Source: an optimization exercise on an open RTL-to-GDS flow (aim: small area, a short achievable clock period and few clock cycles per item). Production flows keep margins and buffers that such runs may drop. Only simulation tests tie the RTL to the original design; equivalence was not proved.

==> flow/design.v <==
package idb_pkg;
  localparam int CAPACITY   = 16;
  localparam int WORD_WIDTH = 32;
  localparam int IDX_W      = (CAPACITY > 1) ? $clog2(CAPACITY) : 1;
  localparam int CNT_W      = $clog2(CAPACITY + 1);
  localparam int IN_DATA_W  = 40;
  localparam int IN_USER_W  = 8;
  localparam int OUT_DATA_W = 40;
  typedef logic [WORD_WIDTH-1:0] word_t;
  typedef logic [IDX_W-1:0]      idx_t;
  typedef logic [CNT_W-1:0]      cnt_t;
  typedef enum logic [2:0] {
    OP_PUSH_BACK  = 3'd0,
    OP_PUSH_FRONT = 3'd1,
    OP_POP_BACK   = 3'd2,
    OP_POP_FRONT  = 3'd3,
    OP_READ       = 3'd4,
    OP_WRITE      = 3'd5,
    OP_REMOVE     = 3'd6,
    OP_INSERT     = 3'd7
  } op_t;
  typedef enum logic [1:0] {
    ST_OK     = 2'd0,
    ST_EMPTY  = 2'd1,
    ST_FULL   = 2'd2,
    ST_BADIDX = 2'd3
  } status_t;
  typedef enum logic [1:0] {
    CMD_NONE   = 2'd0,
    CMD_WRITE  = 2'd1,    
    CMD_INSERT = 2'd2,    
    CMD_DELETE = 2'd3     
  } cmd_mode_t;
  typedef struct packed {
    cmd_mode_t mode;
    idx_t      pos;
    word_t     word;
  } cell_cmd_t;
endpackage
module idb_cell (
  input  logic           clk,
  input  logic           we,
  input  idb_pkg::word_t wdata,
  output idb_pkg::word_t word
);
  always_ff @(posedge clk) begin
    if (we) word <= wdata;
  end
endmodule
module indexed_deque_buffer (
  input  logic                           clk,
  input  logic                           rst,
  input  logic                           s_tvalid,
  output logic                           s_tready,
  input  logic [idb_pkg::IN_DATA_W-1:0]  s_tdata,
  input  logic [idb_pkg::IN_USER_W-1:0]  s_tuser,
  output logic                           m_tvalid,
  input  logic                           m_tready,
  output logic [idb_pkg::OUT_DATA_W-1:0] m_tdata
);
  localparam int N = idb_pkg::CAPACITY;
  idb_pkg::cnt_t  count;
  idb_pkg::idx_t  perm [N];
  idb_pkg::word_t slot_word [N];
  logic             d_valid, d_ins, d_del, d_wr, d_rd;
  logic [N-1:0]     d_mask;              
  idb_pkg::idx_t    d_left;              
  idb_pkg::status_t d_status;
  idb_pkg::word_t   d_value;
  logic             r_valid;
  logic [N-1:0]     r_rsel, r_wsel;
  idb_pkg::status_t r_status;
  idb_pkg::cnt_t    r_count;
  idb_pkg::word_t   r_value;
  logic                           k_valid;
  logic [idb_pkg::OUT_DATA_W-2:0] k_data;
  idb_pkg::op_t   op;
  idb_pkg::word_t in_value;
  idb_pkg::idx_t  in_index, in_end, rm_len;
  assign op       = idb_pkg::op_t'(s_tuser[2:0]);
  assign in_value = s_tdata[31:0];
  assign in_index = s_tdata[35:32];
  assign in_end   = s_tdata[39:36];
  assign rm_len   = in_end - in_index;
  logic full, empty, idx_in_range, end_past, rev;
  assign full         = count[idb_pkg::CNT_W-1];
  assign empty        = (count == '0);
  assign idx_in_range = ({1'b0, in_index} < count);
  assign end_past     = ({1'b0, in_end} >= count);
  assign rev          = (in_end < in_index);
  idb_pkg::cnt_t cnt_p1, cnt_m1, cnt_m2;
  logic          span2;                  
  assign cnt_p1 = count + 1'b1;
  assign cnt_m1 = count - 1'b1;
  assign cnt_m2 = count - 2'd2;
  assign span2  = (in_end > in_index);
  logic [N-1:0] ge_idx, ge_cnt;
  always_comb begin
    for (int p = 0; p < N; p++) begin
      ge_idx[p] = (idb_pkg::IDX_W'(p) >= in_index);
      ge_cnt[p] = (idb_pkg::CNT_W'(p) >= count);
    end
  end
  idb_pkg::status_t status;
  idb_pkg::cnt_t    count_next;
  logic             ins, del, wr, rd;
  idb_pkg::idx_t    left;
  logic [N-1:0]     mask;
  always_comb begin
    status     = idb_pkg::ST_OK;
    count_next = count;
    ins        = 1'b0;
    del        = 1'b0;
    wr         = 1'b0;
    rd         = 1'b0;
    left       = '0;
    mask       = ge_idx;
    case (op)
      idb_pkg::OP_PUSH_BACK, idb_pkg::OP_PUSH_FRONT, idb_pkg::OP_INSERT: begin
        if (op == idb_pkg::OP_PUSH_FRONT) mask = '1;
        else if (op == idb_pkg::OP_INSERT) mask = ge_idx | ge_cnt;
        else mask = ge_cnt;
        if (full) status = idb_pkg::ST_FULL;
        else begin
          ins        = 1'b1;
          count_next = cnt_p1;
        end
      end
      idb_pkg::OP_POP_BACK: begin
        mask = {1'b1, ge_cnt[N-1:1]};      
        if (empty) status = idb_pkg::ST_EMPTY;
        else begin
          rd         = 1'b1;
          count_next = cnt_m1;
        end
      end
      idb_pkg::OP_POP_FRONT: begin
        mask = '1;
        if (empty) status = idb_pkg::ST_EMPTY;
        else begin
          rd         = 1'b1;
          del        = 1'b1;
          count_next = cnt_m1;
        end
      end
      idb_pkg::OP_READ: begin
        if (!idx_in_range) status = idb_pkg::ST_BADIDX;
        else rd = 1'b1;
      end
      idb_pkg::OP_WRITE: begin
        if (!idx_in_range) status = idb_pkg::ST_BADIDX;
        else wr = 1'b1;
      end
      default: begin
        if (!rev) begin
          if (end_past) status = idb_pkg::ST_BADIDX;
          else begin
            del        = 1'b1;
            left       = rm_len;
            count_next = span2 ? cnt_m2 : cnt_m1;
          end
        end
      end
    endcase
  end
  logic accept;
  assign accept = s_tvalid && s_tready;
  logic d_load;
  always_ff @(posedge clk) begin
    if (d_load) begin
      d_ins    <= ins;
      d_del    <= del;
      d_wr     <= wr;
      d_rd     <= rd;
      d_mask   <= mask;
      d_status <= status;
      d_value  <= in_value;
    end
  end
  logic out_free, r_moves, go, d_done;
  assign d_load   = !d_valid || d_done;
  assign out_free = !m_tvalid || m_tready;
  assign r_moves  = out_free || !k_valid;
  assign go       = d_valid && !(r_valid && k_valid);
  logic two;
  assign two      = (d_left != '0);
  assign d_done   = go && (d_left[idb_pkg::IDX_W-1:1] == '0);
  logic [N-1:0]  d_first;
  idb_pkg::idx_t aslot, mslot, mslot2;
  assign d_first = d_mask & ~(d_mask << 1);
  always_comb begin
    mslot  = '0;
    mslot2 = '0;
    for (int p = 0; p < N; p++) mslot |= perm[p] & {idb_pkg::IDX_W{d_first[p]}};
    for (int p = 0; p < N-1; p++) mslot2 |= perm[p+1] & {idb_pkg::IDX_W{d_first[p]}};
  end
  assign aslot = d_ins ? perm[N-1] : mslot;
  always_ff @(posedge clk) begin
    for (int p = 0; p < N; p++) begin
      if (rst) perm[p] <= idb_pkg::IDX_W'(p);
      else if (go && d_ins) begin
        if (d_mask[p]) perm[p] <= (p > 0 && d_mask[(p+N-1)%N]) ? perm[(p+N-1)%N] : perm[N-1];
      end else if (go && d_del && two) begin
        if (p == N-1) perm[p] <= mslot2;
        else if (p == N-2) perm[p] <= mslot;
        else if (d_mask[p]) perm[p] <= perm[(p+2)%N];
      end else if (go && d_del) begin
        if (p == N-1) perm[p] <= mslot;
        else if (d_mask[p]) perm[p] <= perm[(p+1)%N];
      end
    end
  end
  logic [N-1:0] asel;
  always_comb begin
    for (int i = 0; i < N; i++) asel[i] = (aslot == idb_pkg::IDX_W'(i));
  end
  always_ff @(posedge clk) begin
    if (d_done) begin
      r_rsel   <= asel & {N{d_rd}};
      r_status <= d_status;
      r_count  <= count;
    end
    r_wsel  <= asel & {N{d_done && (d_ins || d_wr)}};
    r_value <= d_value;
  end
  for (genvar i = 0; i < N; i++) begin : g_slot
    idb_cell u_cell (
      .clk   (clk),
      .we    (r_wsel[i]),
      .wdata (r_value),
      .word  (slot_word[i])
    );
  end
  logic [idb_pkg::OUT_DATA_W-2:0] q_data;
  idb_pkg::word_t                 q_word;
  always_comb begin
    q_word = '0;
    for (int i = 0; i < N; i++) q_word |= slot_word[i] & {idb_pkg::WORD_WIDTH{r_rsel[i]}};
  end
  assign q_data = {r_status, r_count, q_word};
  always_ff @(posedge clk) begin
    if (out_free) m_tdata <= {1'b0, k_valid ? k_data : q_data};
    if (out_free || !k_valid) k_data <= q_data;
  end
  logic d_valid_next, r_valid_next, k_valid_next;
  idb_pkg::idx_t d_left_next;
  assign d_valid_next = accept || (d_valid && !d_done);
  assign d_left_next  = accept ? left : ((go && !d_done) ? d_left - 2'd2 : d_left);
  assign r_valid_next = d_done || (r_valid && !r_moves);
  assign k_valid_next = out_free ? (k_valid && r_valid) : (k_valid || r_valid);
  always_ff @(posedge clk) begin
    if (rst) begin
      count    <= '0;
      d_valid  <= 1'b0;
      r_valid  <= 1'b0;
      k_valid  <= 1'b0;
      m_tvalid <= 1'b0;
      s_tready <= 1'b1;
    end else begin
      if (accept) count <= count_next;
      else if (go && !d_done) count <= (d_left >= idb_pkg::IDX_W'(3)) ? count - 2'd2 : count - 1'b1;
      d_valid  <= d_valid_next;
      r_valid  <= r_valid_next;
      k_valid  <= k_valid_next;
      if (out_free) m_tvalid <= k_valid || r_valid;
      s_tready <= !d_valid_next ||
                  (d_left_next[idb_pkg::IDX_W-1:1] == '0 && !(r_valid_next && k_valid_next));
    end
    d_left <= d_left_next;
  end
endmodule
==> flow/config.mk <==
export PLATFORM = sky130hd
export DESIGN_NAME = indexed_deque_buffer
export DESIGN_NICKNAME = indexed_deque_buffer
export VERILOG_FILES = /design/flow/design.v
export SDC_FILE = /design/flow/constraint.sdc
export NUM_CORES = 4
export LEC_CHECK = 0
export CAP_MARGIN = 20
export CORE_MARGIN = 2
export CORE_UTILIZATION = 70
export CTS_CLUSTER_DIAMETER = 50
export CTS_CLUSTER_SIZE = 25
export SETUP_SLACK_MARGIN = 3.5
export SLEW_MARGIN = 20
==> flow/constraint.sdc <==
create_clock -name core_clock -period 6.0 [get_ports {clk}]
set_input_delay 1.2000 -clock core_clock [delete_from_list [all_inputs] [get_ports {clk}]]
set_output_delay 1.2000 -clock core_clock [all_outputs]
set_load 0.01 [all_outputs]
standard.sh (not shown) runs the stock make flow with config.mk's settings and CLKGATE_MAP_FILE= SYNTH_SCRIPT=/design/flow/synth_recipe.tcl, a recipe that flattens the netlist after the stock synthesis.
==> flow/flow/run.sh <==
#!/bin/bash
# The standard layout (standard.sh: standard synthesis, floorplan,
# placement, CTS, routing), with one change: the port buffers that
# buffer_ports inserts are sky130_fd_sc_hd__buf_4 instead of the delay
# buffers it picks by default. Every port still gets its buffer.
# The tools' full output goes to standard.log here; ORFS keeps its per-step
# logs under orfs/logs.
set -euo pipefail
export BUFFER_PORTS_ARGS="-buffer_cell sky130_fd_sc_hd__buf_4"
bash standard.sh > standard.log 2>&1
The baseline passed the timing, design-rule and antenna checks.
Testbench counts at the start, summed over its fixed seeds: cycles 12,310, ops 12,000.
Then changed:
--- a/flow/flow/run.sh
+++ b/flow/flow/run.sh
@@ -4 +4 @@
-# buffer_ports inserts are sky130_fd_sc_hd__buf_4 instead of the delay
+# buffer_ports inserts are sky130_fd_sc_hd__buf_2 instead of the delay
@@ -9 +9 @@
-export BUFFER_PORTS_ARGS="-buffer_cell sky130_fd_sc_hd__buf_4"
+export BUFFER_PORTS_ARGS="-buffer_cell sky130_fd_sc_hd__buf_2"
Settings changed: CORE_UTILIZATION 70 to 75.
Outcome: Global-route usage goes up by 1.8 points; setup slack degrades by 0.026 ns; die area goes down by 6.5%; routed wire length goes down by 1.6%.

re-timing with driven ports:
The flow's constraints put no driver on any port. The routed layouts listed below were extracted and timed again, unchanged, in two steps.
Step 1, drivers: a clkbuf_16 drives clk and a buf_2 each remaining input, both assumed.
Step 2, shift: input delay + t, output delay - t, t = (earliest + latest rising clock arrival at the registers) / 2. This alone moves slack from input paths to output paths.
Three values: no drivers, after step 1, after step 2; two values: the first two.
run	t, ns	setup slack, ns	worst setup path at the end	pins driven straight from the clock port
the first run	0.683	3.426 / 3.446 / 2.763	input to register	1
the second run	0.681	3.401 / 3.412 / 2.730	input to register	1
After both steps setup and hold are still met in every run listed. For the second run, which loses most, drivers alone change the setup slack by +0.011 ns; drivers and shift together by -0.671 ns.
